What follows belongs to an exercise in optimizing a design on an open flow for small area; a production flow would make more cautious choices. Where RTL was checked, it was by simulation tests only, not by an equivalence proof against the original. No functional check of the RTL was part of runs 1 and 2. Power figures rest on the tool's default switching activity, not on a simulated workload.

<file path="design/flow/run.sh">
#!/bin/bash
# synth_recipe.tcl (not shown) runs the flow's synth.tcl, then flattens the netlist and writes it again
# the make line also repeats each setting of config.mk as NAME=value (left out here)
make -C /OpenROAD-flow-scripts/flow DESIGN_CONFIG=/design/flow/config.mk WORK_HOME=/design/flow/orfs CLKGATE_MAP_FILE= SYNTH_SCRIPT=/design/flow/synth_recipe.tcl finish
</file>
<file path="design/flow/config.mk">
export PLATFORM = sky130hd
export DESIGN_NAME = rgb_led_array_pwm
export DESIGN_NICKNAME = rgb_led_array_pwm
export VERILOG_FILES = /design/flow/design.v
export SDC_FILE = /design/flow/constraint.sdc
export NUM_CORES = 4
export LEC_CHECK = 0
export CAP_MARGIN = 20
export CORE_MARGIN = 2
export CORE_UTILIZATION = 45
export PLACE_DENSITY = 0.6
export SLEW_MARGIN = 20
</file>
<file path="design/flow/constraint.sdc">
create_clock -name core_clock -period 13.0 [get_ports {I_CLK_100MHZ}]
set_input_delay 2.6000 -clock core_clock [delete_from_list [all_inputs] [get_ports {I_CLK_100MHZ}]]
set_output_delay 2.6000 -clock core_clock [all_outputs]
set_load 0.01 [all_outputs]
</file>
<file path="design/flow/design.v">
module rgb_led_array_pwm #(
  parameter int P_LED_NUM = 4,
  parameter int P_DUTY_W  = 8,
  parameter int P_CE_DIV  = 4,
  parameter int P_CE_W    = 2,
  parameter int P_SPD_W   = 10,
  parameter int P_PHASE   = 192
) (
  input  logic                 I_CLK_100MHZ,
  input  logic                 I_RST,
  input  logic [1:0]           I_MODE,
  input  logic [P_SPD_W-1:0]   I_SPEED,
  input  logic [P_DUTY_W-1:0]  I_BRIGHTNESS,
  input  logic                 I_INVERTED,
  input  logic [P_DUTY_W-1:0]  I_FIX_R,
  input  logic [P_DUTY_W-1:0]  I_FIX_G,
  input  logic [P_DUTY_W-1:0]  I_FIX_B,
  output logic [P_LED_NUM-1:0] O_LED_R,
  output logic [P_LED_NUM-1:0] O_LED_G,
  output logic [P_LED_NUM-1:0] O_LED_B,
  output logic                 O_FRAME,
  output logic [3:0]           O_STATUS
);
  function automatic logic gt8(input logic [7:0] a, input logic [7:0] b);
    gt8 = 1'b0;
    for (int i = 0; i < 8; i++) gt8 = (a[i] & ~b[i]) | (~(a[i] ^ b[i]) & gt8);
  endfunction
  function automatic logic gt6(input logic [5:0] a, input logic [5:0] b);
    gt6 = 1'b0;
    for (int i = 0; i < 6; i++) gt6 = (a[i] & ~b[i]) | (~(a[i] ^ b[i]) & gt6);
  endfunction
  function automatic logic [7:0] inc8(input logic [7:0] a);
    logic c;
    c = 1'b1;
    for (int i = 0; i < 8; i++) begin inc8[i] = a[i] ^ c; c = a[i] & c; end
  endfunction
  logic [1:0]  ce_cnt_r;
  logic [7:0]  pwm_cnt_r;
  logic [7:0]  pwm_inc_s;
  logic        frame_r;
  logic        ce_s, ce0_s, pre_s, frame_s, pwm_last_s;
  assign ce_s       = (ce_cnt_r == 2'd3);
  assign ce0_s      = (ce_cnt_r == 2'd0);
  assign pwm_last_s = (pwm_cnt_r == 8'd254);
  assign frame_s    = ce_s && pwm_last_s;
  assign pre_s      = (ce_cnt_r == 2'd2) && pwm_last_s;
  assign pwm_inc_s  = inc8(pwm_cnt_r);
  always_ff @(posedge I_CLK_100MHZ or posedge I_RST) begin
    if (I_RST) ce_cnt_r <= 2'd0;
    else       ce_cnt_r <= {ce_cnt_r[1] ^ ce_cnt_r[0], ~ce_cnt_r[0]};
  end
  always_ff @(posedge I_CLK_100MHZ or posedge I_RST) begin
    if (I_RST)        pwm_cnt_r <= 8'd0;
    else if (frame_s) pwm_cnt_r <= 8'd0;
    else if (ce_s)    pwm_cnt_r <= pwm_inc_s;
  end
  always_ff @(posedge I_CLK_100MHZ or posedge I_RST) begin
    if (I_RST) frame_r <= 1'b0;
    else       frame_r <= frame_s;
  end
  logic [9:0]  step_cnt_r;
  logic [9:0]  step_inc_s;
  logic        step_cy_s, step_ge_s;
  logic        spd_nz_s, step_s;
  logic [9:0]  hue_r;
  logic [1:0]  mode_r;
  logic        mode_enter_s;
  always_comb begin
    logic c, ge;
    c = 1'b1;
    for (int i = 0; i < 10; i++) begin
      step_inc_s[i] = step_cnt_r[i] ^ c;
      c = step_cnt_r[i] & c;
    end
    step_cy_s = c;
    ge = 1'b1;
    for (int i = 0; i < 10; i++)
      ge = (step_inc_s[i] & ~I_SPEED[i]) | (~(step_inc_s[i] ^ I_SPEED[i]) & ge);
    step_ge_s = step_cy_s | ge;
  end
  assign spd_nz_s     = (I_SPEED != 10'd0);
  assign step_s       = ce_s && spd_nz_s && step_ge_s;
  assign mode_enter_s = frame_s && (I_MODE != mode_r) && I_MODE[1];
  always_ff @(posedge I_CLK_100MHZ or posedge I_RST) begin
    if (I_RST)                 step_cnt_r <= 10'd0;
    else if (step_s)           step_cnt_r <= 10'd0;
    else if (ce_s && spd_nz_s) step_cnt_r <= step_inc_s;
  end
  logic [9:0] hue_nxt_s;
  always_comb begin
    logic t;
    t = 1'b1;
    for (int i = 0; i < 10; i++) begin
      hue_nxt_s[i] = hue_r[i] ^ t;
      t = t & (hue_r[i] ^ I_INVERTED);
    end
    if (!I_INVERTED && hue_r == 10'd767) hue_nxt_s = 10'd0;
    if ( I_INVERTED && hue_r == 10'd0)   hue_nxt_s = 10'd767;
  end
  always_ff @(posedge I_CLK_100MHZ or posedge I_RST) begin
    if (I_RST)       hue_r <= 10'd0;
    else if (step_s) hue_r <= hue_nxt_s;
  end
  always_ff @(posedge I_CLK_100MHZ or posedge I_RST) begin
    if (I_RST)        mode_r <= 2'd0;
    else if (frame_s) mode_r <= I_MODE;
  end
  logic blink_r;
  always_ff @(posedge I_CLK_100MHZ or posedge I_RST) begin
    if (I_RST)             blink_r <= 1'b0;
    else if (mode_enter_s) blink_r <= 1'b0;
    else if (step_s)       blink_r <= ~blink_r;
  end
  logic [7:0] level_r;
  logic [7:0] level_nxt_s;
  logic       dir_down_r;
  logic       lvl_step_r, lvl_clr_r;
  always_ff @(posedge I_CLK_100MHZ or posedge I_RST) begin
    if (I_RST) begin
      lvl_step_r <= 1'b0;
      lvl_clr_r  <= 1'b0;
    end else begin
      lvl_step_r <= step_s;
      lvl_clr_r  <= mode_enter_s;
    end
  end
  always_comb begin
    logic t;
    t = 1'b1;
    for (int i = 0; i < 8; i++) begin
      level_nxt_s[i] = level_r[i] ^ t;
      t = t & (level_r[i] ^ dir_down_r);
    end
  end
  always_ff @(posedge I_CLK_100MHZ or posedge I_RST) begin
    if (I_RST) begin
      level_r    <= 8'd0;
      dir_down_r <= 1'b0;
    end else if (lvl_clr_r) begin
      level_r    <= 8'd0;
      dir_down_r <= 1'b0;
    end else if (lvl_step_r) begin
      if (!dir_down_r && level_r == 8'd255) begin
        dir_down_r <= 1'b1;
        level_r    <= 8'd254;
      end else if (dir_down_r && level_r == 8'd0) begin
        dir_down_r <= 1'b0;
        level_r    <= 8'd1;
      end else begin
        level_r    <= level_nxt_s;
      end
    end
  end
  logic [7:0]  col_r_r, col_g_r, col_b_r;
  logic        wheel_r, breath_r;
  logic [7:0]  kb_r;
  logic [7:0]  kb_in_s;
  logic [7:0]  mul_in_s;
  logic [7:0]  mul_s;
  assign kb_in_s  = ((mode_r == 2'd3) && !blink_r) ? 8'd0 : I_BRIGHTNESS;
  assign mul_in_s = pre_s ? I_FIX_R : (frame_s ? col_g_r : col_b_r);
  always_comb begin
    logic [16:0] sv, cv, cn;
    logic [15:0] pp;
    logic        c;
    sv = {9'd0, mul_in_s};
    cv = 17'd0;
    for (int j = 0; j < 8; j++) begin
      pp = level_r[j] ? (16'(mul_in_s) << j) : 16'd0;
      cn = 17'd0;
      for (int k = 0; k < 16; k++) begin
        cn[k+1] = (sv[k] & cv[k]) | (sv[k] & pp[k]) | (cv[k] & pp[k]);
        sv[k]   = sv[k] ^ cv[k] ^ pp[k];
      end
      cv = cn;
    end
    c = 1'b0;
    for (int k = 0; k < 16; k++) begin
      if (k >= 8) mul_s[k-8] = sv[k] ^ cv[k] ^ c;
      c = (sv[k] & cv[k]) | (sv[k] & c) | (cv[k] & c);
    end
  end
  always_ff @(posedge I_CLK_100MHZ) begin
    if (pre_s) begin
      wheel_r  <= (mode_r == 2'd0);
      breath_r <= (mode_r == 2'd2);
      col_r_r  <= (mode_r == 2'd0) ? hue_r[7:0] :
                  (mode_r == 2'd2) ? mul_s : I_FIX_R;
      col_g_r  <= (mode_r == 2'd0) ? {I_FIX_G[7:2], hue_r[9:8]} : I_FIX_G;
      col_b_r  <= I_FIX_B;
    end else begin
      if (frame_s && breath_r) col_g_r <= mul_s;
      if (frame_r && breath_r) col_b_r <= mul_s;
    end
  end
  always_ff @(posedge I_CLK_100MHZ or posedge I_RST) begin
    if (I_RST)      kb_r <= 8'd0;
    else if (pre_s) kb_r <= kb_in_s;
  end
  logic [7:0] q_r;
  logic [7:0] rem_r;
  logic [7:0] dvs_s;        
  logic [7:0] rin_s;
  logic [3:0] tq_s, tr_s;   
  logic [7:0] r1_s, r2_s;
  logic       b1_s, b2_s;
  logic       sat_s;
  always_comb begin
    case (kb_in_s)
      8'd0:  begin tq_s = 4'd15; tr_s = 4'd0; end
      8'd1:  begin tq_s = 4'd7;  tr_s = 4'd1; end
      8'd2:  begin tq_s = 4'd5;  tr_s = 4'd0; end
      8'd3:  begin tq_s = 4'd3;  tr_s = 4'd3; end
      8'd4:  begin tq_s = 4'd3;  tr_s = 4'd0; end
      8'd5:  begin tq_s = 4'd2;  tr_s = 4'd3; end
      8'd6:  begin tq_s = 4'd2;  tr_s = 4'd1; end
      8'd7:  begin tq_s = 4'd1;  tr_s = 4'd7; end
      8'd8:  begin tq_s = 4'd1;  tr_s = 4'd6; end
      8'd9:  begin tq_s = 4'd1;  tr_s = 4'd5; end
      8'd10: begin tq_s = 4'd1;  tr_s = 4'd4; end
      8'd11: begin tq_s = 4'd1;  tr_s = 4'd3; end
      8'd12: begin tq_s = 4'd1;  tr_s = 4'd2; end
      8'd13: begin tq_s = 4'd1;  tr_s = 4'd1; end
      8'd14: begin tq_s = 4'd1;  tr_s = 4'd0; end
      default: begin tq_s = 4'd0; tr_s = 4'd15; end
    endcase
  end
  assign sat_s = &q_r;
  assign dvs_s = pre_s ? kb_in_s : kb_r;
  assign rin_s = pre_s ? {4'd0, tr_s} :
                 ce0_s ? (sat_s ? kb_r : pwm_inc_s) :
                 rem_r;
  function automatic logic [8:0] dstep(input logic [7:0] r, input logic [7:0] d);
    logic [8:0] t, nd, s;
    logic       c;
    t  = {r, 1'b1};
    nd = {1'b1, ~d};
    c  = 1'b0;
    for (int i = 0; i < 9; i++) begin
      s[i] = t[i] ^ nd[i] ^ c;
      c    = (t[i] & nd[i]) | (t[i] & c) | (nd[i] & c);
    end
    dstep = c ? {1'b1, s[7:0]} : {1'b0, t[7:0]};
  endfunction
  assign {b1_s, r1_s} = dstep(rin_s, dvs_s);
  assign {b2_s, r2_s} = dstep(r1_s, dvs_s);
  always_ff @(posedge I_CLK_100MHZ) begin
    rem_r <= r2_s;
  end
  always_ff @(posedge I_CLK_100MHZ or posedge I_RST) begin
    if (I_RST)      q_r <= 8'hFF;
    else if (pre_s) q_r <= {q_r[5:4], tq_s, b1_s, b2_s};
    else            q_r <= {q_r[5:0], b1_s, b2_s};
  end
  logic [7:0] cb_s;
  logic       on_r_s, on_g_s, on_b_s;
  logic [9:0] hue_p_s;
  logic       lo_up_s, lo_dn_s;
  logic [P_LED_NUM-1:0] wr_s, wg_s, wb_s;
  logic [P_LED_NUM-1:0] led_r_r, led_g_r, led_b_r;
  assign cb_s    = (frame_r && breath_r) ? mul_s : col_b_r;
  assign on_r_s  = gt8(col_r_r, q_r);
  assign on_g_s  = gt8(col_g_r, q_r);
  assign on_b_s  = gt8(cb_s, q_r);
  assign hue_p_s = {col_g_r[1:0], col_r_r};
  assign lo_up_s = gt6(hue_p_s[5:0], q_r[5:0]);
  assign lo_dn_s = gt6(~hue_p_s[5:0], q_r[5:0]);
  logic [3:0] up_a_s, dn_a_s;
  for (genvar ga = 0; ga < 4; ga++) begin : g_a
    assign up_a_s[ga] = (2'(ga) > q_r[7:6]) || ((2'(ga) == q_r[7:6]) && lo_up_s);
    assign dn_a_s[ga] = (2'(3 - ga) > q_r[7:6]) || ((2'(3 - ga) == q_r[7:6]) && lo_dn_s);
  end
  for (genvar gi = 0; gi < P_LED_NUM; gi++) begin : g_led
    logic [3:0] t_s;      
    logic [1:0] a_s;
    logic       up_s, dn_s;
    always_comb begin
      case (hue_p_s[9:6])
        4'd0:  t_s = 4'((0  + 3 * gi) % 12);
        4'd1:  t_s = 4'((1  + 3 * gi) % 12);
        4'd2:  t_s = 4'((2  + 3 * gi) % 12);
        4'd3:  t_s = 4'((3  + 3 * gi) % 12);
        4'd4:  t_s = 4'((4  + 3 * gi) % 12);
        4'd5:  t_s = 4'((5  + 3 * gi) % 12);
        4'd6:  t_s = 4'((6  + 3 * gi) % 12);
        4'd7:  t_s = 4'((7  + 3 * gi) % 12);
        4'd8:  t_s = 4'((8  + 3 * gi) % 12);
        4'd9:  t_s = 4'((9  + 3 * gi) % 12);
        4'd10: t_s = 4'((10 + 3 * gi) % 12);
        default: t_s = 4'((11 + 3 * gi) % 12);
      endcase
    end
    assign a_s  = hue_p_s[7:6] - 2'(gi);
    assign up_s = up_a_s[a_s];
    assign dn_s = dn_a_s[a_s];
    assign wr_s[gi] = ((t_s[3:2] == 2'd0) && dn_s) || ((t_s[3:2] == 2'd2) && up_s);
    assign wg_s[gi] = ((t_s[3:2] == 2'd0) && up_s) || ((t_s[3:2] == 2'd1) && dn_s);
    assign wb_s[gi] = ((t_s[3:2] == 2'd1) && up_s) || ((t_s[3:2] == 2'd2) && dn_s);
    always_ff @(posedge I_CLK_100MHZ or posedge I_RST) begin
      if (I_RST) begin
        led_r_r[gi] <= 1'b0;
        led_g_r[gi] <= 1'b0;
        led_b_r[gi] <= 1'b0;
      end else if (ce0_s) begin
        led_r_r[gi] <= wheel_r ? wr_s[gi] : on_r_s;
        led_g_r[gi] <= wheel_r ? wg_s[gi] : on_g_s;
        led_b_r[gi] <= wheel_r ? wb_s[gi] : on_b_s;
      end
    end
  end
  assign O_LED_R  = led_r_r;
  assign O_LED_G  = led_g_r;
  assign O_LED_B  = led_b_r;
  assign O_FRAME  = frame_r;
  assign O_STATUS = {mode_r, I_INVERTED, I_RST};
endmodule
</file>
==> results by group, run 1 <==
Job
  – Maximum capacitance violations: 0

Die
  – Core area: 19,600 sq um
  – Initial Utilization: 46.1%
  – # rows: 51
  – Die area: 21,200 sq um
  – Die Y: 146 um
  – IO Pins: 64
  – Die Wd: 146 um

Synthesis
  – Post-Syn Instances: 994
  – Synth async-reset ratio: 68.2%
  – Post-Synth Adder-Cell Area: 22.5%
  – EDFF count, synth: 18
  – Post-Synth XOR/XNOR Area: 2.04%
  – Netlist cell types: 80
  – Post-Syn Area: 9030 sq um
  – Post-synth top cells: nand2_1 (155), inv_1 (92), ha_1 (72), dfrtp_1 (65), o21ai_0 (62)
  – Prevailing post-synth register cell: dfrtp_1
  – Syn nets: 1,168
  – Top-count cell post-synth: nand2_1
  – Largest family of logic cells by synthesized area: adder cells
  – Synth Warn #: 1
  – Mux share of post-synthesis cell area: 6.46%
  – Top cell type's share of synthesized area: 18.0%
  – Mean Syn Cell Area: 9.08 sq um
  – Simple-gate share of the synthesized area: 16.3%
  – Area leader, netlist: dfrtp_1
  – Sequential area share after synthesis: 29.9%
  – Largest cells by area after synthesis: dfrtp_1 (18%), fa_1 (12%), ha_1 (10%)
  – Number of synthesized register bits: 107
  – Synth Area in Compound Gates: 16.3%

Timing
  – Slew Limit Fails: 0
  – Actual slew at the worst max-slew pin: 0.983 ns
  – Skew final: 0.0154 ns
  – Setup TNS: 0 ns
  – Hold Vio Cnt, Final: 0
  – Fmax: 0.0935 GHz
  – Final min period: 10.69 ns
  – Slew HR: 33.8%
  – RSZ-0062 raised after global routing: no
  – Hold_ws: 0.398 ns
  – Fin crit share: 82.3%
  – Final Setup Violations: 0

Finish
  – N_diodes: 0
  – Total Nets Final: 1,198
  – Area delta synth->final: 12.4%
  – Share of layout cells above drive strength 1: 8.07%
  – Non-Filler Instances: 1,294
  – Number of fill cells: 1,903
  – Final core occ: 51.8%

Worst setup path
  – Slowest cell on the critical path: fa_1
  – Crit path DAT: 10.94 ns
  – Slowest stage delay, CP: 0.55 ns
  – Worst EP required: 13.24 ns
  – Critical path fanouts, max: 13
  – Startpoint class of the critical path: input pin
  – CP dominant cell by count: fa_1
  – Worst R2R Path Depth: 31
  – Reg2reg setup slack: 2.84 ns
  – Worst setup EP type: flop
  – Crit Path Category: in -> reg

Pwr
  – Pint: 0.551 mW
  – Power per cell area: 72.9 nW/um^2
  – Combinational power share: 11.3%
  – Clock power share: 40.6%
  – NetSw: 0.188 mW
  – Leakage: 4.33 nW
  – Max VDD drop: 0.0000542 V
  – Reg power frac: 48.1%
  – Switching part of the total: 25.5%

CTS
  – Reg clk slew, reported paths: 0.08 ns
  – Post-CTS Hold Buffers: 0
  – Clock Tree Root: clkbuf_16
  – Post-CTS Setup Bufs: 0
  – Deepest clock path buffer count: 2
  – Gates resized, CTS repair: 0
  – Clock Latency Late Sink: 0.37 ns
  – # clock sinks: 107
  – Cts bufs inserted: 9
  – CTS tree: yes
  – H-tree depth: 3

Global routing
  – First-pass GRT wire length: 36,300 um
  – Initial antenna violation count: 0
  – GRT Total Usage: 21.2%
  – Vias in the first global route: 6,837
  – GRT Residual Overflow: 0
  – Largest net degree at the start of global routing: 74

Placed design
  – DPL Wire Length: 16,700 um
  – GP Congestion: 0.820
  – IO buf count: 63
  – Placed cells: 1,278

Drt
  – Routed wire per std cell: 16.8 um
  – Residual DRC: 0
  – Vias: 6,991
  – First drt pass iteration count: 4
  – Initial DRC count: 269
  – Final WL: 21,800 um
  – Number of vias per cell: 5.40
  – Final antenna-violating net count: 0

Worst hold path
  – Worst Hold Class: reg -> reg
  – Worst Hold Path Cells: 0

Run status
  – Outcome: finished clean
## worst max-delay path: cells and delay by family
kind / cells / cell delay (ns)
adders and majority gates: 14 / 5.44
AOI/OAI and AO/OA: 7 / 1.61
buffers and inverters: 5 / 0.75
muxes: 1 / 0.28
and+or+nand+nor: 3 / 0.26
## final timing paths
kind / start / end
min: q_r[5] / q_r[7]
max reg2reg: ce_cnt_r[1] / led_b_r[2]
max in group asynchronous: I_RST / blink_r
min reg2reg: q_r[5] / q_r[7]
max: I_FIX_R[6] / led_b_r[2]
min in group asynchronous: I_RST / led_g_r[0]
## area by class of cell
type,count,area [sq um],share of cell area [%]
clock buffer,11,253,2.49
clock inverter,5,67.6,0.666
inverter,94,353,3.48
multi-input combinational,740,5740,56.6
sequential,107,2700,26.6
tap,265,332,3.27
timing repair buffer,72,702,6.92
## cell usage in the layout (no fill, tap or decap), drive strengths merged, types with 16 or more instances in the layout
cell	count
nand2	155
inv	95
ha	72
o21ai	67
dfrtp	65
clkdlybuf4s50	63
nor2	60
fa	55
a21oi	50
mux2i	29
nand3	27
mux2	25
edfxtp	18
dfxtp	16
## layer usage
| metal | GRT usage, % | part of all wire, % | vias to the layer above |
|---|---|---|---|
| met5 | 0 | 0 | - |
| met4 | 3.97 | 1.3 | 0 |
| met3 | 3.23 | 2.9 | 16 |
| met2 | 34.5 | 47 | 90 |
| met1 | 30.2 | 49 | 3378 |
| li1 | - | - | 3507 |
## power by group through the flow
stage                     Sequential [mW]  Combinational, mW  Clock (mW)
after floorplan                     0.358             0.0560           0
after global placement              0.363             0.0824           0
after detailed placement            0.363             0.0846           0
after CTS                           0.356             0.0849       0.307
after global routing                0.357             0.0948       0.320
final                               0.356             0.0833       0.301
## registers in the layout, summed over array words and instances, names as in the netlist, 4 cells and up
register and cells:
kb_r 8, led_b_r 4, rem_r 8, pwm_cnt_r 8, hue_r 10, col_b_r 8, level_r 8, q_r 8
led_g_r 4, step_cnt_r 10, col_g_r 8, col_r_r 8, led_r_r 4
## cell families after synthesis
group	Yosys count
flip-flops	107
adder cells (fa/ha/maj)	130
buffers and inverters	147
AND/OR/NAND/NOR	312
XOR/XNOR	21
AO/OA/AOI/OAI	223
multiplexers	54
## through the flow
stage,area [sq um],total power [mW],setup WS [ns]
CTS,10100,0.747,2.29
global route,10100,0.772,1.83
finish,10100,0.740,2.31
detailed placement,9820,0.447,1.92
floorplan,9030,0.414,3.16
global placement,9820,0.445,2.06
==> inputs of run 2 (changes only) <==
==> design/flow/flow/run.sh (new file) <==
#!/bin/bash
set -e
cp standard.sh standard_sh_copy.log
export BUFFER_PORTS_ARGS="-buffer_cell sky130_fd_sc_hd__buf_1"
export CTS_ARGS="-sink_clustering_enable -repair_clock_nets -dont_use_dummy_load"
bash standard.sh > standard.log 2>&1
==> design/flow/standard.sh (new file) <==
#!/bin/bash
# synth_recipe.tcl (not shown) runs the flow's synth.tcl, then flattens the netlist and writes it again
# the make line also repeats each setting of config.mk as NAME=value (left out here)
make -C /OpenROAD-flow-scripts/flow DESIGN_CONFIG=/design/flow/config.mk WORK_HOME=/design/flow/orfs CLKGATE_MAP_FILE= SYNTH_SCRIPT=/design/flow/synth_recipe.tcl "${@:-finish}"
removed: design/flow/run.sh
==> results by group, run 2 <==
Die
  – # rows: 51 (unchanged)
  – Initial Utilization: 46.1% (unchanged)
  – Core area: 19,600 sq um (unchanged)
  – Die area: 21,200 sq um (unchanged)
  – Die Y: 146 um (unchanged)
  – Die Wd: 146 um (unchanged)
  – IO Pins: 64 (unchanged)

Finish
  – Biggest regs: hue_r x10, step_cnt_r x10
  – Area delta synth->final: 6.93%
  – Non-Filler Instances: 1,287 (-0.54%)
  – Total Nets Final: 1,198 (unchanged)
  – Share of layout cells above drive strength 1: 7.44% (-0.63 points)
  – Final core occ: 49.3% (-2.5 points)
  – Commonest cells after routing, fill and taps aside: nand2_1 (155), inv_1 (91), ha_1 (72), dfrtp_1 (65), buf_1 (63)
  – Commonest non-fill, non-tap cell in the layout: nand2_1
  – N_diodes: 0 (unchanged)
  – Finished Cell Area: 9650 sq um (-4.8%)

Worst setup path
  – Critical path startpoint: I_FIX_R[6]
  – Reg2Reg Capture Point: led_b_r[2]
  – Slowest stage delay, CP: 0.55 ns (about the same)
  – Worst EP required: 13.23 ns (about the same)
  – Slowest cell on the critical path: fa_1
  – Worst R2R Path Depth: 35 (+13%)
  – Startpoint class of the critical path: input pin
  – Reg2reg setup slack: 2.66 ns (-0.18 ns)
  – Setup crit end: led_b_r[2]
  – Crit Path Category: in -> reg
  – Worst setup EP type: flop
  – Crit path DAT: 10.60 ns (-0.34 ns)
  – CP dominant cell by count: fa_1
  – Critical R2R Launch: pwm_cnt_r[0]
  – Critical path fanouts, max: 13 (unchanged)

Pwr
  – Leakage: 4.11 nW (-5.0%)
  – Pwr Total: 0.672 mW (-9.1%)
  – Power per cell area: 69.6 nW/um^2 (-4.5%)
  – Max VDD drop: 0.0000534 V (-1.4%)

Global routing
  – GRT Residual Overflow: 0 (unchanged)
  – Vias in the first global route: 6,941 (+1.5%)
  – First-pass GRT wire length: 35,700 um (-1.8%)
  – Largest net degree at the start of global routing: 57 (-23%)
  – Initial antenna violation count: 0 (unchanged)
  – GRT Total Usage: 20.8% (-0.31 points)

CTS
  – Clock Tree Root: clkbuf_16
  – Reg clk slew, reported paths: 0.08 ns (about the same)
  – Cts bufs inserted: 9 (unchanged)
  – Gates resized, CTS repair: 0 (unchanged)
  – Post-CTS Setup Bufs: 0 (unchanged)
  – H-tree depth: 3 (unchanged)
  – Post-CTS Hold Buffers: 0 (unchanged)
  – CTS tree: yes
  – Clock Latency Late Sink: 0.36 ns (about the same)
  – # clock sinks: 107 (unchanged)
  – Deepest clock path buffer count: 2 (unchanged)

Drt
  – Final antenna-violating net count: 0 (unchanged)
  – Number of vias per cell: 5.46 (+1.1%)
  – Residual DRC: 0 (unchanged)
  – Initial DRC count: 300 (+12%)
  – First drt pass iteration count: 5 (+1)
  – Vias: 7,032 (+0.59%)
  – Final WL: 21,500 um (-1.2%)
  – Routed wire per std cell: 16.7 um (-0.68%)

Timing
  – Fin crit share: 79.8% (-2.4 points)
  – Actual slew at the worst max-slew pin: 0.990 ns (+0.00788 ns)
  – Slew HR: 33.3% (-0.53 points)
  – RSZ-0062 raised after global routing: no
  – Slew Limit Fails: 0 (unchanged)
  – Fmax: 0.0964 GHz (+3.0%)
  – Final min period: 10.38 ns (-0.316 ns)
  – Setup TNS: 0 ns (unchanged)
  – Skew final: 0.0265 ns (+0.0111 ns)
  – Final Setup Violations: 0 (unchanged)
  – Hold Vio Cnt, Final: 0 (unchanged)

Placed design
  – IO buf count: 63 (unchanged)
  – Dpl cell area: 9430 sq um (-4.0%)
  – GP Congestion: 0.814 (-0.72%)
  – DPL Wire Length: 16,500 um (-1.1%)
  – Placed cells: 1,278 (unchanged)

Synthesis
  – Top-count cell post-synth: nand2_1
  – Largest cells by area after synthesis: dfrtp_1 (18%), fa_1 (12%), ha_1 (10%)
  – Post-synth top cells: nand2_1 (155), inv_1 (92), ha_1 (72), dfrtp_1 (65), o21ai_0 (62)
  – Sequential area share after synthesis: 29.9% (unchanged)
  – Post-Syn Instances: 994 (unchanged)
  – Number of synthesized register bits: 107 (unchanged)
  – Top cell type's share of synthesized area: 18.0% (unchanged)
  – Prevailing post-synth register cell: dfrtp_1
  – Netlist cell types: 80 (unchanged)
  – Synth async-reset ratio: 68.2% (unchanged)
  – Post-Syn Area: 9030 sq um (unchanged)
  – Syn nets: 1,168 (unchanged)
  – Area leader, netlist: dfrtp_1
  – Mean Syn Cell Area: 9.08 sq um (unchanged)
  – Synth Warn #: 1 (unchanged)
  – EDFF count, synth: 18 (unchanged)

Run status
  – Outcome: finished clean

Worst hold path
  – Worst Hold Class: reg -> reg

Job
  – Maximum capacitance violations: 0 (unchanged)
==> run 2: logic make-up (layout without fill, tap and decap cells) <==
logic type / Yosys count / in the layout / synth area share (%)
adders and majority gates: 130 / 130 / 22.5
buffers and inverters: 147 / 175 / 6.53
AOI/OAI and AO/OA: 223 / 223 / 16.3
xor gates and xnor gates: 21 / 21 / 2.04
DFF: 107 / 107 / 29.9
muxes: 54 / 54 / 6.46
and+or+nand+nor: 312 / 312 / 16.3
==> run 2: worst min-delay path by stage <==
| stage | slack [ns] | cells after the start | startpoint | endpoint |
|---|---|---|---|---|
| 2_1_floorplan | 0.37 | 0 | q_r[5] | q_r[7] |
| 5_1_grt | 0.40 | 0 | q_r[5] | q_r[7] |
| 3_3_place_gp | 0.39 | 0 | q_r[4] | q_r[6] |
| 4_1_cts | 0.40 | 0 | q_r[5] | q_r[7] |
| 6_report | 0.40 | 0 | q_r[5] | q_r[7] |
| 3_5_place_dp | 0.38 | 0 | q_r[5] | q_r[7] |
==> run 2: final cells by class <==
cell class,count,area (sq um)
tap,265,332
inverter,94,354
timing repair buffer,72,304
multi-input combinational,740,5740
fill,1943,9940
clock buffer,9,225
sequential,107,2700
==> run 2: metal layers <==
| metal | global-route usage, % | up-vias | share of wire (%) |
|---|---|---|---|
| met1 | 28.7 | 3405 | 48 |
| met3 | 2.70 | 15 | 3.3 |
| met5 | 0 | - | 0 |
| met4 | 4.56 | 0 | 1.1 |
| met2 | 35.3 | 129 | 48 |
| li1 | - | 3483 | - |
==> run 2: worst max-delay path: cells and delay by family <==
family | cells | cell delay, ns
adders and majority gates | 14 | 5.42
AOI/OAI and AO/OA | 7 | 1.64
buffers and inverters | 5 | 0.38
muxes | 1 | 0.28
and+or+nand+nor | 3 | 0.25
==> run 2: stage by stage <==
step / hold slack (ns) / setup slack (ns)
after floorplan: 0.367 / 3.16
after global placement: 0.388 / 2.42
after detailed placement: 0.382 / 2.25
after CTS: 0.399 / 2.63
after global routing: 0.401 / 1.96
final: 0.398 / 2.62
==> run 2: report_power, final <==
part / total [mW] / internal (mW) / switching, mW
registers: 0.355 / 0.347 / 0.00781
logic: 0.0756 / 0.0319 / 0.0437
clock network: 0.241 / 0.123 / 0.118
==> inputs of run 3 (changes only) <==
--- a/design/flow/design.v
+++ b/design/flow/design.v
@@ -155,4 +155,5 @@
   logic        wheel_r, breath_r;
   logic [7:0]  kb_r;
+  logic [7:0]  dvs_s;        
   logic [7:0]  kb_in_s;
   logic [7:0]  mul_in_s;
@@ -194,11 +195,9 @@
     end
   end
-  always_ff @(posedge I_CLK_100MHZ or posedge I_RST) begin
-    if (I_RST)      kb_r <= 8'd0;
-    else if (pre_s) kb_r <= kb_in_s;
+  always_ff @(posedge I_CLK_100MHZ) begin
+    kb_r <= dvs_s;
   end
   logic [7:0] q_r;
   logic [7:0] rem_r;
-  logic [7:0] dvs_s;        
   logic [7:0] rin_s;
   logic [3:0] tq_s, tr_s;   
==> design/flow/flow/run.sh (replaced) <==
#!/bin/bash
set -e
export BUFFER_PORTS_ARGS="-buffer_cell sky130_fd_sc_hd__buf_1"
export CTS_ARGS="-sink_clustering_enable -repair_clock_nets -dont_use_dummy_load -buf_list sky130_fd_sc_hd__clkbuf_8 -root_buf sky130_fd_sc_hd__clkbuf_8"
bash standard.sh > standard.log 2>&1
--- a/design/flow/config.mk
+++ b/design/flow/config.mk
@@ -6,4 +6,5 @@
 export NUM_CORES = 4
 export LEC_CHECK = 0
+export ABC_AREA = 1
 export CAP_MARGIN = 20
 export CORE_MARGIN = 2
==> results by group, run 3 <==
Timing
  – Worst Slack Setup Final: 2.97 ns (+0.343 ns)
  – Final min period: 10.03 ns (-0.343 ns)
  – Fmax: 0.0997 GHz (+3.4%)
  – RSZ-0062 raised after global routing: no
  – Setup TNS: 0 ns (unchanged)
  – Skew final: 0.0391 ns (+0.0126 ns)
  – Final Setup Violations: 0 (unchanged)
  – Actual slew at the worst max-slew pin: 0.969 ns (-0.0210 ns)
  – Hold Vio Cnt, Final: 0 (unchanged)
  – Slew HR: 35.1% (+1.9 points)
  – Hold_ws: 0.371 ns (-0.0274 ns)
  – Slew Limit Fails: 0 (unchanged)
  – Fin crit share: 77.2% (-2.6 points)

Global routing
  – Largest net degree at the start of global routing: 66 (+16%)
  – GRT Residual Overflow: 0 (unchanged)
  – Initial antenna violation count: 0 (unchanged)
  – GRT Total Usage: 22.1% (+1.3 points)
  – Vias in the first global route: 7,282 (+4.9%)
  – First-pass GRT wire length: 36,300 um (+1.6%)

Synthesis
  – Prevailing post-synth register cell: dfrtp_1
  – Top cell type's share of synthesized area: 16.0% (-2.0 points)
  – Syn nets: 1,361 (+17%)
  – Sequential area share after synthesis: 29.8% (-0.072 points)
  – Mean Syn Cell Area: 7.51 sq um (-17%)
  – Largest cells by area after synthesis: dfrtp_1 (16%), nand2_1 (16%), fa_1 (12%)
  – Synth Warn #: 1 (unchanged)
  – EDFF count, synth: 18 (unchanged)
  – Post-Syn Instances: 1,187 (+19%)
  – Post-Syn Area: 8910 sq um (-1.2%)
  – Number of synthesized register bits: 107 (unchanged)
  – Netlist cell types: 54 (-33%)
  – Synth async-reset ratio: 60.7% (-7.5 points)
  – Post-synth top cells: nand2_1 (371), inv_1 (177), nand3_1 (88), o21ai_0 (73), ha_1 (72)
  – Area leader, netlist: dfrtp_1
  – Top-count cell post-synth: nand2_1

Run status
  – Outcome: finished clean

Worst setup path
  – Worst setup EP type: flop
  – Worst EP required: 13.26 ns (+0.03 ns)
  – Slowest stage delay, CP: 0.54 ns (about the same)
  – Crit path DAT: 10.29 ns (-0.31 ns)
  – Slowest cell on the critical path: fa_1
  – Startpoint class of the critical path: input pin
  – Critical path fanouts, max: 6 (-7)
  – CP dominant cell by count: fa_1
  – Crit Path Category: in -> reg
  – Worst R2R Path Depth: 36 (+2.9%)

Die
  – # rows: 51 (unchanged)
  – Initial Utilization: 45.8% (-0.28 points)
  – Core area: 19,500 sq um (-0.65%)
  – Die Wd: 145 um (-0.61%)
  – Die Y: 145 um (-0.61%)
  – Die area: 20,900 sq um (-1.2%)
  – IO Pins: 64 (unchanged)

Drt
  – Routed wire per std cell: 14.6 um (-13%)
  – Vias: 7,572 (+7.7%)
  – Final WL: 21,800 um (+1.5%)
  – Number of vias per cell: 5.06 (-7.3%)
  – First drt pass iteration count: 5 (unchanged)
  – Initial DRC count: 490 (+63%)
  – Residual DRC: 0 (unchanged)
  – Final antenna-violating net count: 0 (unchanged)

Placed design
  – IO buf count: 63 (unchanged)
  – GP Congestion: 0.881 (+8.2%)
  – Pre-CTS setup slack: 2.66 ns (+0.410 ns)
  – DPL Wire Length: 17,200 um (+3.9%)

Pwr
  – Leakage: 4.68 nW (+14%)
  – Max VDD drop: 0.0000383 V (-28%)
  – Power per cell area: 61.9 nW/um^2 (-11%)
  – NetSw: 0.155 mW (-8.7%)
  – Combinational power share: 10.7% (-0.6 points)
  – Clock power share: 29.7% (-6.2 points)
  – Reg power frac: 59.7% (+6.8 points)
  – Switching part of the total: 26.4% (+1.1 points)
  – Pint: 0.433 mW (-14%)

CTS
  – # clock sinks: 107 (unchanged)
  – Clock Tree Root: clkbuf_8
  – Reg clk slew, reported paths: 0.09 ns (about the same)
  – Cts bufs inserted: 9 (unchanged)
  – Clock Latency Late Sink: 0.40 ns (+0.04 ns)
  – Deepest clock path buffer count: 2 (unchanged)
  – H-tree depth: 3 (unchanged)
  – Post-CTS Setup Bufs: 0 (unchanged)
  – Gates resized, CTS repair: 0 (unchanged)
  – Post-CTS Hold Buffers: 0 (unchanged)
  – CTS tree: yes

Job
  – Maximum capacitance violations: 0 (unchanged)

Finish
  – Area delta synth->final: 6.53%
  – Total Nets Final: 1,406 (+17%)
  – Final core occ: 48.8% (-0.48 points)
  – Commonest cells after routing, fill and taps aside: nand2_1 (371), inv_1 (176), nand3_1 (88), o21ai_0 (73), ha_1 (72)
  – Number of fill cells: 2,005 (+3.2%)
  – Sequential cell area: 2660 sq um (-1.5%)
  – Multi-input gate area: 5400 sq um (-5.9%)
  – N_diodes: 0 (unchanged)
  – Commonest non-fill, non-tap cell in the layout: nand2_1
  – Share of layout cells above drive strength 1: 4.31% (-3.1 points)
  – Biggest regs: hue_r x10, step_cnt_r x10

Worst hold path
  – Worst Hold Class: reg -> reg
  – Worst Hold Path Cells: 0 (unchanged)
run 3: changes by cell type in the layout (fill, tap and decap cells not counted), sizes merged, moves of 21 or more:
| cell | before | now |
|---|---|---|
| nand2 | 155 | 374 |
| inv | 92 | 183 |
| nand3 | 27 | 90 |
| mux2i | 29 | 1 |
| mux2 | 25 | 0 |
| a21oi | 50 | 29 |
run 3: cell type report:
cell class,instances,share of cell area [%]
flip-flops and latches,107,28.0
well taps,265,3.49
repair buffers,68,2.89
multi-input cells,859,56.9
clock buffers,9,1.30
inverters,187,7.46
run 3: power by group through the flow:
stage	sequential (mW)	clock [mW]	combinational, mW
floorplan	0.356	0	0.0468
global placement	0.358	0	0.0627
detailed placement	0.358	0	0.0635
CTS	0.351	0.182	0.0639
global route	0.352	0.190	0.0765
finish	0.351	0.174	0.0627
run 3: logic make-up after synthesis:
logic type	count (synthesis)	synth area share, %
AOI/OAI and AO/OA	160	10.6
xor gates and xnor gates	12	1.18
adders and majority gates	127	22.5
buffers and inverters	221	9.60
DFF	107	29.8
muxes	1	0.112
and+or+nand+nor	559	26.2
run 3: worst max-delay path: cells and delay by family:
kind	cells	cell delay (ns)
AOI/OAI and AO/OA	6	1.46
and+or+nand+nor	5	0.39
buffers and inverters	6	0.56
adders and majority gates	14	5.29
run 3: path summary, 6_finish.rpt:
path / from / end / slack [ns]
worst max-delay path: I_FIX_R[6] / led_b_r[3] / 2.97
worst min-delay path: q_r[4] / q_r[6] / 0.37
worst max register to register: ce_cnt_r[1] / led_b_r[3] / 3.53
worst min register to register: q_r[4] / q_r[6] / 0.37
max in group asynchronous: I_RST / level_r[5] / 9.96
min in group asynchronous: I_RST / step_cnt_r[6] / 2.44
run 3: stage by stage:
stage	cell area, sq um	power, mW	instances
detailed placement	9370	0.421	1486
global route	9500	0.619	1495
finish	9500	0.588	1495
global placement	9370	0.420	1486
floorplan	8910	0.403	1187
CTS	9500	0.596	1495
run 3: routing by layer:
metal / vias up / track usage (%) / routed length, um
met3: 36 / 2.86 / 830
met4: 0 / 6.90 / 558
met1: 3512 / 30.8 / 10500
met2: 162 / 35.9 / 9910
li1: 3862 / - / -
met5: - / 0 / 0
==> inputs of run 4 (changes only) <==
--- a/design/flow/config.mk
+++ b/design/flow/config.mk
@@ -6,5 +6,4 @@
 export NUM_CORES = 4
 export LEC_CHECK = 0
-export ABC_AREA = 1
 export CAP_MARGIN = 20
 export CORE_MARGIN = 2
==> results by group, run 4 <==
Timing
  – Slew Limit Fails: 0 (unchanged)
  – Final min period: 10.85 ns (+0.810 ns)
  – Fmax: 0.0922 GHz (-7.5%)
  – Slew HR: 37.7% (+2.6 points)
  – Skew final: 0.0403 ns (+0.00124 ns)
  – Fin crit share: 83.4% (+6.2 points)
  – Setup TNS: 0 ns (unchanged)
  – RSZ-0062 raised after global routing: no
  – Hold Vio Cnt, Final: 0 (unchanged)
  – Actual slew at the worst max-slew pin: 0.935 ns (-0.0349 ns)
  – Final Setup Violations: 0 (unchanged)

CTS
  – Clock Tree Root: clkbuf_8
  – Deepest clock path buffer count: 2 (unchanged)
  – Gates resized, CTS repair: 0 (unchanged)
  – Reg clk slew, reported paths: 0.09 ns (about the same)
  – H-tree depth: 3 (unchanged)
  – Post-CTS Hold Buffers: 0 (unchanged)
  – # clock sinks: 107 (unchanged)
  – CTS tree: yes
  – Post-CTS Setup Bufs: 0 (unchanged)
  – Clock Latency Late Sink: 0.40 ns (about the same)
  – Cts bufs inserted: 9 (unchanged)

Synthesis
  – Mean Syn Cell Area: 9.06 sq um (+21%)
  – Syn nets: 1,183 (-13%)
  – Area leader, netlist: dfrtp_1
  – Synth Warn #: 1 (unchanged)
  – Synth async-reset ratio: 60.7% (unchanged)
  – Sequential area share after synthesis: 29.1% (-0.76 points)
  – Post-Syn Instances: 1,009 (-15%)
  – Top-count cell post-synth: nand2_1
  – Prevailing post-synth register cell: dfrtp_1
  – Number of synthesized register bits: 107 (unchanged)
  – Post-synth top cells: nand2_1 (144), inv_1 (85), ha_1 (72), o21ai_0 (68), nor2_1 (58)
  – Netlist cell types: 84 (+56%)
  – Post-Syn Area: 9150 sq um (+2.6%)
  – EDFF count, synth: 18 (unchanged)
  – Largest cells by area after synthesis: dfrtp_1 (16%), fa_1 (12%), ha_1 (9.8%)
  – Top cell type's share of synthesized area: 15.6% (-0.41 points)

Finish
  – Share of layout cells above drive strength 1: 7.14% (+2.8 points)
  – Commonest cells after routing, fill and taps aside: nand2_1 (144), inv_1 (84), ha_1 (72), o21ai_0 (68), buf_1 (63)
  – Commonest non-fill, non-tap cell in the layout: nand2_1
  – Finished Cell Area: 9660 sq um (+1.8%)
  – N_diodes: 0 (unchanged)
  – Biggest regs: hue_r x10, step_cnt_r x10
  – Area delta synth->final: 5.66%
  – Total Nets Final: 1,212 (-14%)

Worst setup path
  – Worst R2R Path Depth: 33 (-8.3%)
  – Worst setup EP type: flop
  – Crit Path Category: in -> reg
  – Startpoint class of the critical path: input pin
  – Reg2Reg Capture Point: led_b_r[1]
  – Critical path fanouts, max: 13 (+7)
  – Crit path DAT: 11.12 ns (+0.83 ns)
  – Slowest stage delay, CP: 0.54 ns (about the same)
  – CP dominant cell by count: fa_1
  – Slowest cell on the critical path: fa_1
  – Worst EP required: 13.28 ns (+0.02 ns)
  – Critical R2R Launch: ce_cnt_r[1]
  – Reg2reg setup slack: 2.39 ns (-1.14 ns)

Die
  – Die Wd: 147 um (+1.3%)
  – Initial Utilization: 45.5% (-0.30 points)
  – # rows: 52 (+2.0%)
  – Die Y: 147 um (+1.3%)
  – IO Pins: 64 (unchanged)
  – Core area: 20,100 sq um (+3.3%)
  – Die area: 21,500 sq um (+2.5%)

Placed design
  – IO buf count: 63 (unchanged)
  – Dpl cell area: 9540 sq um (+1.8%)
  – GP Congestion: 0.884 (+0.43%)
  – DPL Wire Length: 16,600 um (-3.6%)

Drt
  – Final WL: 21,200 um (-2.7%)
  – Vias: 7,149 (-5.6%)
  – Number of vias per cell: 5.47 (+8.1%)
  – First drt pass iteration count: 5 (unchanged)
  – Final antenna-violating net count: 0 (unchanged)
  – Routed wire per std cell: 16.3 um (+11%)
  – Initial DRC count: 354 (-28%)
  – Residual DRC: 0 (unchanged)

Global routing
  – Largest net degree at the start of global routing: 66 (unchanged)
  – GRT Residual Overflow: 0 (unchanged)
  – First-pass GRT wire length: 35,500 um (-2.0%)
  – Initial antenna violation count: 0 (unchanged)
  – Vias in the first global route: 6,886 (-5.4%)
  – GRT Total Usage: 20.6% (-1.5 points)

Worst hold path
  – Worst Hold Path Cells: 0 (unchanged)
  – Hold endpoint: q_r[7]
  – Worst Hold Class: reg -> reg
  – Hold Startpoint: q_r[5]

Run status
  – Outcome: finished clean

Job
  – Maximum capacitance violations: 0 (unchanged)

Pwr
  – Leakage: 4.08 nW (-13%)
  – Pwr Total: 0.601 mW (+2.3%)
  – Max VDD drop: 0.0000483 V (+26%)
  – Power per cell area: 62.2 nW/um^2 (+0.46%)
==> run 4: worst max-delay path by stage <==
stage	from	endpoint	slack, ns	depth (start not counted)
after floorplan	I_FIX_R[7]	led_b_r[1]	2.71	31
after global placement	I_FIX_R[7]	led_b_r[1]	1.98	30
after detailed placement	I_FIX_R[6]	led_b_r[1]	1.76	31
after CTS	I_FIX_R[6]	led_b_r[1]	2.14	31
after global routing	I_FIX_R[6]	led_b_r[1]	1.58	31
final	I_FIX_R[6]	led_b_r[1]	2.15	31
==> run 4: cell families (layout without fill, tap and decap cells) <==
logic type,after synthesis,in the layout,share of synthesized area (%)
and+or+nand+nor,326,326,17.1
AOI/OAI and AO/OA,233,233,17.1
buffers and inverters,139,166,6.11
adders and majority gates,130,130,22.2
DFF,107,107,29.1
muxes,55,55,6.61
xor gates and xnor gates,19,19,1.82
==> run 4: area by class of cell <==
type / instances / area (sq um)
well taps: 270 / 338
fillers: 1965 / 10400
clock buffers: 9 / 124
repair buffers: 69 / 282
inverters: 88 / 334
multi-input cells: 763 / 5930
flip-flops and latches: 107 / 2660
==> run 4: power breakdown <==
| group | leakage (nW) | internal (mW) | switching (mW) | total [mW] |
|---|---|---|---|---|
| Clock | 0.0647 | 0.0626 | 0.112 | 0.174 |
| Combinational | 2.81 | 0.0309 | 0.0400 | 0.0710 |
| Sequential | 1.20 | 0.347 | 0.00915 | 0.356 |
| Total | 4.08 | 0.440 | 0.161 | 0.601 |
==> run 4: through the flow <==
| stage | hold slack (ns) | utilization [%] | worst slack (ns) | instances |
|---|---|---|---|---|
| 6_report | 0.391 | 48.1 | 2.15 | 1306 |
| 5_1_grt | 0.402 | 48.1 | 1.58 | 1306 |
| 4_1_cts | 0.392 | 48.1 | 2.14 | 1306 |
| 3_5_place_dp | 0.379 | 47.5 | 1.76 | 1297 |
| 3_3_place_gp | 0.372 | 47.5 | 1.98 | 1297 |
| 2_1_floorplan | 0.367 | - | 2.71 | 1009 |
==> run 4: critical path, delay by kind of cell <==
kind / cells / cell delay (ns)
AOI/OAI and AO/OA: 8 / 2.14
adders and majority gates: 13 / 5.21
buffers and inverters: 5 / 0.33
muxes: 2 / 0.56
and+or+nand+nor: 3 / 0.24
==> run 4: per-layer routing <==
| metal | global-route usage (%) | vias up | wire [um] |
|---|---|---|---|
| li1 | - | 3565 | - |
| met4 | 4.61 | 0 | 197 |
| met1 | 30.6 | 3445 | 10700 |
| met5 | 0 | - | 0 |
| met2 | 32.5 | 127 | 9520 |
| met3 | 2.31 | 12 | 818 |
==> inputs of run 5 (changes only) <==
==> design/flow/flow/run.sh (replaced) <==
#!/bin/bash
# The standard layout (standard.sh) with these changes:
#  - synthesis maps the logic with the area-oriented ABC script in
#    flow/abc_area.script (a copy of ORFS's scripts folder with that one file
#    replaced; everything before and after ABC, registers included, is the
#    standard synthesis)
#  - ports are buffered with the plain sky130_fd_sc_hd__buf_1 cell
#  - clock tree synthesis with clkbuf_8 buffers and no dummy loads
set -euo pipefail
rm -rf scripts_local
cp -r "$FLOW_HOME/scripts" scripts_local
cp flow/abc_area.script scripts_local/abc_area.script
SCRIPTS_DIR="$PWD/scripts_local" ABC_AREA=1 bash standard.sh synth > synth_run.log 2>&1
rm -rf scripts_local
export BUFFER_PORTS_ARGS="-buffer_cell sky130_fd_sc_hd__buf_1"
export CTS_ARGS="-sink_clustering_enable -repair_clock_nets -dont_use_dummy_load -buf_list sky130_fd_sc_hd__clkbuf_8 -root_buf sky130_fd_sc_hd__clkbuf_8"
bash standard.sh > layout_run.log 2>&1
==> design/flow/flow/abc_area.script (new file) <==
strash
dc2
dch -f
amap
strash
dch -f
amap
topo
--- a/design/flow/config.mk
+++ b/design/flow/config.mk
@@ -6,4 +6,5 @@
 export NUM_CORES = 4
 export LEC_CHECK = 0
+export ABC_AREA = 1
 export CAP_MARGIN = 20
 export CORE_MARGIN = 2
==> results by group, run 5 <==
Die
  – Die Wd: 138 um (-5.8%)
  – Die Y: 138 um (-5.8%)
  – Die area: 19,000 sq um (-11%)
  – IO Pins: 64 (unchanged)
  – Initial Utilization: 45.5% (about the same)
  – Core area: 17,800 sq um (-12%)
  – # rows: 49 (-5.8%)

Global routing
  – GRT Total Usage: 21.4% (+0.76 points)
  – Initial antenna violation count: 0 (unchanged)
  – GRT Max-Usage Layer: met2
  – First-pass GRT wire length: 33,300 um (-6.4%)
  – Vias in the first global route: 6,537 (-5.1%)
  – M2 GR Usage: 35.7% (+3.2 points)
  – Largest net degree at the start of global routing: 66 (unchanged)
  – GRT met1 Usage: 29.3% (-1.3 points)
  – Routing usage on met3: 2.39% (+0.078 points)
  – GRT Residual Overflow: 0 (unchanged)

Run status
  – Outcome: finished clean

Timing
  – Skew final: 0.0297 ns (-0.0107 ns)
  – Slew Limit Fails: 0 (unchanged)
  – RSZ-0062 raised after global routing: no
  – Fmax: 0.0954 GHz (+3.5%)
  – Actual slew at the worst max-slew pin: 0.861 ns (-0.0731 ns)
  – Fin crit share: 80.6% (-2.8 points)
  – Final min period: 10.48 ns (-0.366 ns)
  – Slew HR: 42.4% (+4.7 points)
  – Final Setup Violations: 0 (unchanged)
  – Hold_ws: 0.375 ns (-0.0157 ns)
  – Setup TNS: 0 ns (unchanged)
  – Hold Vio Cnt, Final: 0 (unchanged)

Placed design
  – IO buf count: 63 (unchanged)
  – DPL Wire Length: 15,300 um (-7.6%)
  – GP Congestion: 0.847 (-4.3%)

Worst setup path
  – Worst setup EP type: flop
  – Worst EP required: 13.29 ns (about the same)
  – CP dominant cell by count: fa_1
  – Critical R2R Launch: pwm_cnt_r[0]
  – Crit Path Category: in -> reg
  – Slowest cell on the critical path: a21oi_1
  – Reg2Reg Capture Point: led_b_r[2]
  – Worst R2R Path Depth: 37 (+12%)
  – Reg2reg setup slack: 2.67 ns (+0.28 ns)
  – Startpoint class of the critical path: input pin
  – Critical path fanouts, max: 10 (-3)
  – Crit path DAT: 10.76 ns (-0.36 ns)
  – Slowest stage delay, CP: 0.55 ns (about the same)

Synthesis
  – Top-count cell post-synth: clkinv_1
  – Prevailing post-synth register cell: dfrtp_1
  – Top cell type's share of synthesized area: 17.6% (+2.1 points)
  – Post-Syn Instances: 890 (-12%)
  – Largest cells by area after synthesis: dfrtp_1 (18%), fa_1 (14%), ha_1 (11%)
  – Mean Syn Cell Area: 9.08 sq um (+0.19%)
  – EDFF count, synth: 18 (unchanged)
  – Sequential area share after synthesis: 32.9% (+3.8 points)
  – Post-Syn Area: 8080 sq um (-12%)
  – Synth Warn #: 1 (unchanged)
  – Syn nets: 1,064 (-10%)
  – Number of synthesized register bits: 107 (unchanged)
  – Area leader, netlist: dfrtp_1
  – Netlist cell types: 44 (-48%)
  – Post-synth top cells: clkinv_1 (137), nor2_1 (104), nand2_1 (79), ha_1 (72), o21ai_0 (67)
  – Synth async-reset ratio: 60.7% (unchanged)

CTS
  – CTS tree: yes
  – Cts bufs inserted: 9 (unchanged)
  – Reg clk slew, reported paths: 0.10 ns (about the same)
  – Clock Tree Root: clkbuf_8
  – Post-CTS Hold Buffers: 0 (unchanged)
  – Post-CTS Setup Bufs: 0 (unchanged)
  – Clock Latency Late Sink: 0.40 ns (about the same)
  – H-tree depth: 3 (unchanged)
  – Gates resized, CTS repair: 0 (unchanged)
  – # clock sinks: 107 (unchanged)
  – Deepest clock path buffer count: 2 (unchanged)

Finish
  – Biggest regs: hue_r x10, step_cnt_r x10
  – Multi-input gate area: 4900 sq um (-17%)
  – Total Nets Final: 1,144 (-5.6%)
  – Area delta synth->final: 8.65%
  – Sequential cell area: 2660 sq um (unchanged)
  – N_diodes: 0 (unchanged)
  – Share of layout cells above drive strength 1: 2.79% (-4.4 points)
  – Commonest non-fill, non-tap cell in the layout: clkinv_1
  – Number of fill cells: 1,746 (-11%)
  – Commonest cells after routing, fill and taps aside: clkinv_1 (136), nor2_1 (104), nand2_1 (79), ha_1 (72), o21ai_0 (67)

Pwr
  – Leakage: 3.41 nW (-16%)
  – Pwr Total: 0.629 mW (+4.6%)
  – Max VDD drop: 0.0000416 V (-14%)
  – Power per cell area: 71.6 nW/um^2 (+15%)

Drt
  – Routed wire per std cell: 16.6 um (+1.8%)
  – First drt pass iteration count: 5 (unchanged)
  – Vias: 6,658 (-6.9%)
  – Final WL: 19,800 um (-6.7%)
  – Number of vias per cell: 5.56 (+1.6%)
  – Residual DRC: 0 (unchanged)
  – Initial DRC count: 394 (+11%)
  – Final antenna-violating net count: 0 (unchanged)

Worst hold path
  – Worst Hold Path Cells: 0 (unchanged)
  – Hold endpoint: q_r[6]
  – Hold Startpoint: q_r[4]
  – Worst Hold Class: reg -> reg

Job
  – Maximum capacitance violations: 0 (unchanged)
-- run 5: how the worst max path moves through the flow --
stage                 startpoint    endpoint  slack, ns
floorplan           pwm_cnt_r[0]  led_b_r[1]       2.71
global placement      I_FIX_R[7]  led_b_r[0]       2.20
detailed placement    I_FIX_R[7]  led_b_r[2]       2.15
CTS                   I_FIX_R[7]  led_b_r[2]       2.57
global route        pwm_cnt_r[0]  led_b_r[3]       1.91
finish                I_FIX_R[7]  led_b_r[2]       2.52
-- run 5: layer usage --
layer	part of all wire [%]	vias to the layer above
li1	-	3309
met1	46	3199
met2	49	126
met3	3.3	24
met4	2.0	0
met5	0	-
-- run 5: layout make-up --
type / count / share of cell area [%]
Inverter: 137 / 5.86
Multi-Input combinational cell: 644 / 55.8
Timing Repair Buffer: 71 / 3.38
Tap cell: 229 / 3.26
Sequential cell: 107 / 30.3
Clock buffer: 9 / 1.41
-- run 5: through the flow --
| stage | instance area [sq um] | cells | worst slack, ns | utilization, % |
|---|---|---|---|---|
| 6_report | 8780 | 1197 | 2.52 | 49.4 |
| 5_1_grt | 8780 | 1197 | 1.91 | 49.4 |
| 4_1_cts | 8770 | 1197 | 2.57 | 49.4 |
| 3_5_place_dp | 8650 | 1188 | 2.15 | 48.7 |
| 3_3_place_gp | 8650 | 1188 | 2.20 | 48.7 |
| 2_1_floorplan | 8080 | 890 | 2.71 | - |
-- run 5: worst max-delay path: cells and delay by family --
kind	cells	cell delay (ns)
AOI/OAI and AO/OA	8	1.97
and+or+nand+nor	2	0.24
buffers and inverters	6	0.49
adders and majority gates	14	5.44
-- run 5: cells by family after synthesis --
logic type | after synthesis | synth area share (%)
AOI/OAI and AO/OA | 289 | 24.0
buffers and inverters | 139 | 6.55
DFF | 107 | 32.9
and+or+nand+nor | 228 | 11.8
adders and majority gates | 127 | 24.8
-- run 5: report_power, final --
group	switching (mW)	internal (mW)
logic	0.0560	0.0426
clock network	0.112	0.0627
registers	0.00719	0.348
==> inputs of run 6 (changes only) <==
==> design/flow/flow/abc_area.script (replaced) <==
strash
&get -n
&deepsyn -T 20
&put
dch -f
amap
topo
==> results by group, run 6 <==
Finish
  – N_diodes: 0 (unchanged)
  – Finished Cell Area: 8570 sq um (-2.4%)
  – Final core occ: 49.7% (+0.33 points)
  – Sequential cell area: 2660 sq um (unchanged)
  – Biggest regs: hue_r x10, step_cnt_r x10
  – Area delta synth->final: 8.40%
  – Number of fill cells: 1,641 (-6.0%)
  – Share of layout cells above drive strength 1: 2.43% (-0.36 points)
  – Total Nets Final: 1,122 (-1.9%)
  – Multi-input gate area: 4650 sq um (-5.1%)
  – Commonest cells after routing, fill and taps aside: clkinv_1 (154), nor2_1 (117), nand2_1 (78), ha_1 (72), buf_1 (63)
  – Commonest non-fill, non-tap cell in the layout: clkinv_1

Timing
  – Fin crit share: 81.9% (+1.3 points)
  – Setup TNS: 0 ns (unchanged)
  – Hold Vio Cnt, Final: 0 (unchanged)
  – Final min period: 10.64 ns (+0.165 ns)
  – Skew final: 0.0242 ns (-0.00550 ns)
  – RSZ-0062 raised after global routing: no
  – Final Setup Violations: 0 (unchanged)
  – Slew HR: 37.2% (-5.2 points)
  – Fmax: 0.0939 GHz (-1.5%)
  – Hold_ws: 0.361 ns (-0.0142 ns)
  – Slew Limit Fails: 0 (unchanged)
  – Actual slew at the worst max-slew pin: 0.942 ns (+0.0805 ns)

Synthesis
  – Top cell type's share of synthesized area: 18.0% (+0.39 points)
  – Synth Warn #: 1 (unchanged)
  – Post-Synth XOR/XNOR Area: 0% (unchanged)
  – Top-count cell post-synth: clkinv_1
  – Mean Syn Cell Area: 9.08 sq um (about the same)
  – Number of synthesized register bits: 107 (unchanged)
  – Post-Syn Instances: 871 (-2.1%)
  – Prevailing post-synth register cell: dfrtp_1
  – Largest family of logic cells by synthesized area: adder cells
  – Largest cells by area after synthesis: dfrtp_1 (18%), fa_1 (14%), ha_1 (11%)
  – EDFF count, synth: 18 (unchanged)
  – Post-Synth Adder-Cell Area: 25.3% (+0.55 points)
  – Synth async-reset ratio: 60.7% (unchanged)
  – Mux share of post-synthesis cell area: 0% (unchanged)
  – Post-Syn Area: 7910 sq um (-2.2%)
  – Simple-gate share of the synthesized area: 12.2% (+0.44 points)
  – Synth Area in Compound Gates: 21.3% (-2.7 points)
  – Sequential area share after synthesis: 33.6% (+0.73 points)
  – Area leader, netlist: dfrtp_1
  – Syn nets: 1,045 (-1.8%)
  – Post-synth top cells: clkinv_1 (155), nor2_1 (117), nand2_1 (78), ha_1 (72), dfrtp_1 (57)
  – Netlist cell types: 43 (-2.3%)

Global routing
  – GRT met1 Usage: 30.6% (+1.2 points)
  – Vias in the first global route: 6,242 (-4.5%)
  – GRT Max-Usage Layer: met2
  – First-pass GRT wire length: 31,400 um (-5.6%)
  – Largest net degree at the start of global routing: 66 (unchanged)
  – M2 GR Usage: 33.6% (-2.1 points)
  – GRT Residual Overflow: 0 (unchanged)
  – Routing usage on met3: 3.56% (+1.2 points)
  – GRT Total Usage: 21.5% (+0.066 points)
  – Initial antenna violation count: 0 (unchanged)

Pwr
  – Power per cell area: 69.3 nW/um^2 (-3.2%)
  – Combinational power share: 12.5% (-3.2 points)
  – Reg power frac: 59.2% (+2.7 points)
  – Max VDD drop: 0.0000408 V (-1.9%)
  – Leakage: 3.34 nW (-2.2%)
  – Pint: 0.442 mW (-2.6%)
  – Clock power share: 28.3% (+0.5 points)
  – Switching part of the total: 25.6% (-2.3 points)
  – NetSw: 0.152 mW (-13%)
  – Pwr Total: 0.594 mW (-5.5%)

Placed design
  – DPL Wire Length: 15,000 um (-2.2%)
  – GP Congestion: 0.895 (+5.7%)
  – Dpl cell area: 8450 sq um (-2.4%)
  – IO buf count: 63 (unchanged)

CTS
  – CTS tree: yes
  – Cts bufs inserted: 9 (unchanged)
  – H-tree depth: 3 (unchanged)
  – Clock Tree Root: clkbuf_8
  – Clock Latency Late Sink: 0.38 ns (-0.02 ns)
  – Post-CTS Setup Bufs: 0 (unchanged)
  – Post-CTS Hold Buffers: 0 (unchanged)
  – Deepest clock path buffer count: 2 (unchanged)
  – Gates resized, CTS repair: 0 (unchanged)
  – Reg clk slew, reported paths: 0.10 ns (about the same)
  – # clock sinks: 107 (unchanged)

Drt
  – Final antenna-violating net count: 0 (unchanged)
  – Final WL: 18,800 um (-5.2%)
  – Residual DRC: 0 (unchanged)
  – Vias: 6,498 (-2.4%)
  – Number of vias per cell: 5.55 (-0.24%)
  – Routed wire per std cell: 16.0 um (-3.1%)
  – Initial DRC count: 497 (+26%)
  – First drt pass iteration count: 5 (unchanged)

Worst setup path
  – Slowest stage delay, CP: 0.74 ns (+0.19 ns)
  – Critical path fanouts, max: 9 (-1)
  – Worst setup EP type: flop
  – Crit Path Category: in -> reg
  – Crit path DAT: 10.92 ns (+0.16 ns)
  – Startpoint class of the critical path: input pin
  – Slowest cell on the critical path: a222oi_1
  – CP dominant cell by count: fa_1
  – Worst EP required: 13.27 ns (-0.02 ns)

Die
  – IO Pins: 64 (unchanged)
  – Initial Utilization: 45.9% (+0.41 points)
  – Die Wd: 137 um (-1.1%)
  – Core area: 17,200 sq um (-3.1%)
  – Die Y: 137 um (-1.1%)
  – Die area: 18,600 sq um (-2.1%)
  – # rows: 48 (-2.0%)

Run status
  – Outcome: finished clean

Job
  – Maximum capacitance violations: 0 (unchanged)

Worst hold path
  – Worst Hold Class: reg -> reg
==> run 6: changes by cell type in the layout (fill, tap and decap cells not counted), sizes merged, moves of 8 or more <==
cell	before	now
nor2b	14	5
o21ai	67	53
a222oi	0	8
o22a	34	14
nor2	104	117
clkinv	136	154
a21oi	48	33
==> run 6: layout make-up <==
cell class              count  share of cell area [%]
clock buffers               9                    1.45
inverters                 155                    6.79
multi-input cells         607                    54.3
flip-flops and latches    107                    31.0
well taps                 225                    3.28
repair buffers             68                    3.20
==> run 6: logic make-up (layout without fill, tap and decap cells) <==
kind of cell    after synthesis  after routing
compound gates              244            244
fa+ha+maj                   127            127
buf+inv                     157            232
flops                       107            107
simple gates                236            236
==> run 6: metal layers <==
layer	wire, um	vias to the layer above
met5	0	-
met4	275	0
met3	1150	19
met2	8380	176
met1	8990	3127
li1	-	3176
==> run 6: path summary, 6_finish.rpt <==
path / start / endpoint / slack [ns] / cells past startpoint
hold reg to reg: q_r[4] / q_r[6] / 0.36 / 0
min in group asynchronous: I_RST / step_cnt_r[2] / 2.45 / 3
max in group asynchronous: I_RST / pwm_cnt_r[0] / 9.98 / 3
setup / recovery: I_FIX_R[6] / led_b_r[3] / 2.36 / 30
setup reg to reg: pwm_cnt_r[0] / led_b_r[3] / 2.40 / 38
hold / removal: q_r[4] / q_r[6] / 0.36 / 0
==> run 6: through the flow <==
stage | cells | setup slack [ns]
floorplan | 871 | 2.61
global placement | 1162 | 1.95
detailed placement | 1162 | 1.85
CTS | 1171 | 2.28
global route | 1171 | 1.68
finish | 1171 | 2.36
==> run 6: worst max-delay path: cells and delay by family <==
family | cells | cell delay, ns
compound gates | 8 | 2.31
fa+ha+maj | 14 | 5.22
buf+inv | 7 | 0.59
simple gates | 1 | 0.22
==> run 6: power by group through the flow <==
stage | Combinational, mW | Clock, mW | Sequential [mW]
floorplan | 0.0549 | 0 | 0.357
global placement | 0.0747 | 0 | 0.358
detailed placement | 0.0758 | 0 | 0.358
CTS | 0.0763 | 0.177 | 0.351
global route | 0.0877 | 0.190 | 0.353
finish | 0.0743 | 0.168 | 0.351

## separate check: timing with driven ports
The results above use ideal ports. As a check the final layouts listed here were re-extracted and re-timed, cells and wires unchanged. Step 1 sets driving cells, clkbuf_16 on the clock port and buf_2 on the other inputs (assumed; they add their load-dependent delay and slew). Step 2 adds t to the input delays and takes it off the output delays; t is the mean of the earliest and latest rising clock arrival at the registers after step 1. Input paths then give back, and output paths get back, about the clock's delay inside the block. Three values: ideal ports, drivers, drivers and shift; two values: the first two.
| run | t, ns | setup WS [ns] | latest minus earliest clock arrival (ns) | slew at the worst register clock pin (ns) | worst data-port slew with drivers (ns) |
|---|---|---|---|---|---|
| run 1 | 0.401 | 2.306 / 2.323 / 1.922 | 0.016 / 0.016 | 0.08 / 0.08 | 0.04 |
| run 2 | 0.391 | 2.622 / 2.641 / 2.250 | 0.028 / 0.029 | 0.08 / 0.08 | 0.03 |
| run 3 | 0.421 | 2.965 / 2.984 / 2.563 | 0.039 / 0.039 | 0.12 / 0.12 | 0.06 |
| run 4 | 0.422 | 2.155 / 2.168 / 1.746 | 0.040 / 0.041 | 0.11 / 0.11 | 0.04 |
| run 5 | 0.425 | 2.521 / 2.534 / 2.109 | 0.030 / 0.030 | 0.12 / 0.12 | 0.06 |
| run 6 | 0.406 | 2.356 / 2.375 / 1.968 | 0.025 / 0.025 | 0.10 / 0.10 | 0.05 |
After both steps setup and hold are still met in every run listed. For run 5, which loses most, drivers alone change the setup slack by +0.013 ns; drivers and shift together by -0.412 ns.
